Context: an optimization exercise on an open-source flow, tuned for small area, a short achievable clock period and few clock cycles. The choices shown serve that exercise and are no tape-out recipe. In this exercise RTL edits were held to simulation tests only and were not proved equivalent to the original. Power and IR drop assume default switching activity.

## build 35
Design cache_top, start of the top module:
module cache_top (
	input  wire         clk,
	input  wire         rst_n,
	input  wire         i_proc_read,
	input  wire         i_proc_write,
	input  wire [30-1:0] i_proc_addr,
	input  wire [32-1:0]  i_proc_wdata,
	output logic [32-1:0]       o_proc_rdata,
	output logic        o_proc_stall,
	output logic        o_mem_read,
	output logic        o_mem_write,
	output logic [28-1:0]      o_mem_addr,
	output logic [128-1:0]       o_mem_wdata,
	input  wire [128-1:0]  i_mem_rdata,
	input  wire         i_mem_ready
);
==> flow/config.mk <==
export PLATFORM = sky130hd
export DESIGN_NAME = cache_top
export DESIGN_NICKNAME = cache_top
export VERILOG_FILES = /design/flow/design.v
export SDC_FILE = /design/flow/constraint.sdc
export NUM_CORES = 4
export LEC_CHECK = 0
export ABC_CLOCK_PERIOD_IN_PS = 2500
export CAP_MARGIN = 20
export CORE_MARGIN = 2
export CORE_UTILIZATION = 30
export SLEW_MARGIN = 20
==> flow/constraint.sdc <==
create_clock -name core_clock -period 8.0 [get_ports {clk}]
set_input_delay 1.6000 -clock core_clock [delete_from_list [all_inputs] [get_ports {clk}]]
set_output_delay 1.6000 -clock core_clock [all_outputs]
set_load 0.01 [all_outputs]
standard.sh (not shown) runs the stock make flow with config.mk's settings and CLKGATE_MAP_FILE= SYNTH_SCRIPT=/design/flow/synth_recipe.tcl, a recipe that flattens the netlist after the stock synthesis.
==> flow/flow/run.sh <==
#!/bin/bash
# The standard layout, with:
#  - the port buffers made of the smallest buffer cell,
#  - timing repair aiming for extra setup slack,
#  - the slow many-input OR/NOR cells (or4*, nor4*, nor3*) added to the platform's
#    don't-use list (flow/dont_use.txt holds the platform's list and these), so that
#    the tag compare maps to faster gates,
#  - clock tree synthesis without dummy loads and free to use smaller clock buffers.
set -euo pipefail
here=$(cd "$(dirname "$0")" && pwd)
export BUFFER_PORTS_ARGS="-buffer_cell sky130_fd_sc_hd__buf_1"
export SETUP_SLACK_MARGIN=5.3
export CTS_ARGS="-sink_clustering_enable -repair_clock_nets -dont_use_dummy_load -buf_list {sky130_fd_sc_hd__clkbuf_4 sky130_fd_sc_hd__clkbuf_8 sky130_fd_sc_hd__clkbuf_16}"
bash standard.sh "DONT_USE_CELLS=$(cat "$here/dont_use.txt")" finish > standard_flow.log 2>&1
Other scripts of this flow, unchanged in this note and not shown: flow/flow/dont_use.txt
Testbench counts of build 35, summed over its fixed seeds: cycles 107,445.
Setup changes, build 35 to build 54
- CORE_UTILIZATION: 30 -> 50
==> comparison <==
Build 54 vs. build 35: worst setup slack saw little to no change; half-perimeter wire length after placement has decreased; maximum net fanout on the critical path decreased 2; area of the placeable core dropped 40%.
Going from build 35 to build 54, synthesis-to-finish area growth dropped 2.4 points, final area went down.
### build 54 -> build 39
- swapping 50 for 40 in CORE_UTILIZATION
diff --git a/flow/flow/run.sh b/flow/flow/run.sh
--- a/flow/flow/run.sh
+++ b/flow/flow/run.sh
@@ -10,5 +10,5 @@
 here=$(cd "$(dirname "$0")" && pwd)
 export BUFFER_PORTS_ARGS="-buffer_cell sky130_fd_sc_hd__buf_1"
-export SETUP_SLACK_MARGIN=5.3
+export SETUP_SLACK_MARGIN=5.4
 export CTS_ARGS="-sink_clustering_enable -repair_clock_nets -dont_use_dummy_load -buf_list {sky130_fd_sc_hd__clkbuf_4 sky130_fd_sc_hd__clkbuf_8 sky130_fd_sc_hd__clkbuf_16}"
 bash standard.sh "DONT_USE_CELLS=$(cat "$here/dont_use.txt")" finish > standard_flow.log 2>&1
==> comparison <==
Build 54 has lower area of the die than build 39.
Number of tap cells inserted ends up higher on build 39.
Compared with build 54, build 39 ends up with more cell area.
Looking at setup slack at placement across both flows, build 39 is the weaker of the two, with build 54 ahead.
Across both runs, fraction of standard cell area that is sequential was lower for build 39 than for build 54.
Build 54 → build 39: wire length has increased; net total in the final layout has increased.
What build 88 does differently from build 39 at the input level:
- ABC_AREA: unset -> 1
diff --git a/flow/flow/run.sh b/flow/flow/run.sh
--- a/flow/flow/run.sh
+++ b/flow/flow/run.sh
@@ -10,5 +10,5 @@
 here=$(cd "$(dirname "$0")" && pwd)
 export BUFFER_PORTS_ARGS="-buffer_cell sky130_fd_sc_hd__buf_1"
-export SETUP_SLACK_MARGIN=5.4
+export SETUP_SLACK_MARGIN=5.3
 export CTS_ARGS="-sink_clustering_enable -repair_clock_nets -dont_use_dummy_load -buf_list {sky130_fd_sc_hd__clkbuf_4 sky130_fd_sc_hd__clkbuf_8 sky130_fd_sc_hd__clkbuf_16}"
 bash standard.sh "DONT_USE_CELLS=$(cat "$here/dont_use.txt")" finish > standard_flow.log 2>&1
Notes after the runs:
- Build 88 has post-route clock period utilization below what build 39 had.
- Build 88 packs its core more loosely than build 39.
- Build 88 vs build 39: combinational group share of total power down

-- static timing again, ports no longer ideal --
In the flow no input, the clock included, has a driving cell. The finished layouts below were timed again as built, in two steps. Step 1 sets driving cells, clkbuf_16 on the clock port and buf_2 on the other inputs (assumed; they add their load-dependent delay and slew). Step 2 times the ports against the registers' clock, not the clock port: input delays grow and output delays shrink by t, the midpoint of the rising clock arrivals with the driver on. Three values: ideal, step 1, step 2; two values: the first two.
| run | t (ns) | setup WS [ns] | cell pins on the clock port's net |
|---|---|---|---|
| build 35 | 0.459 | 5.345 / 5.298 / 4.965 | 1 |
| build 54 | 0.462 | 5.345 / 5.298 / 4.937 | 1 |
| build 39 | 0.454 | 5.238 / 5.191 / 5.059 | 1 |
| build 88 | 0.467 | 5.336 / 5.293 / 4.895 | 1 |
After both steps every run listed still meets setup and hold. For build 88, which loses most, drivers alone change the setup slack by -0.043 ns; drivers and shift together by -0.441 ns.
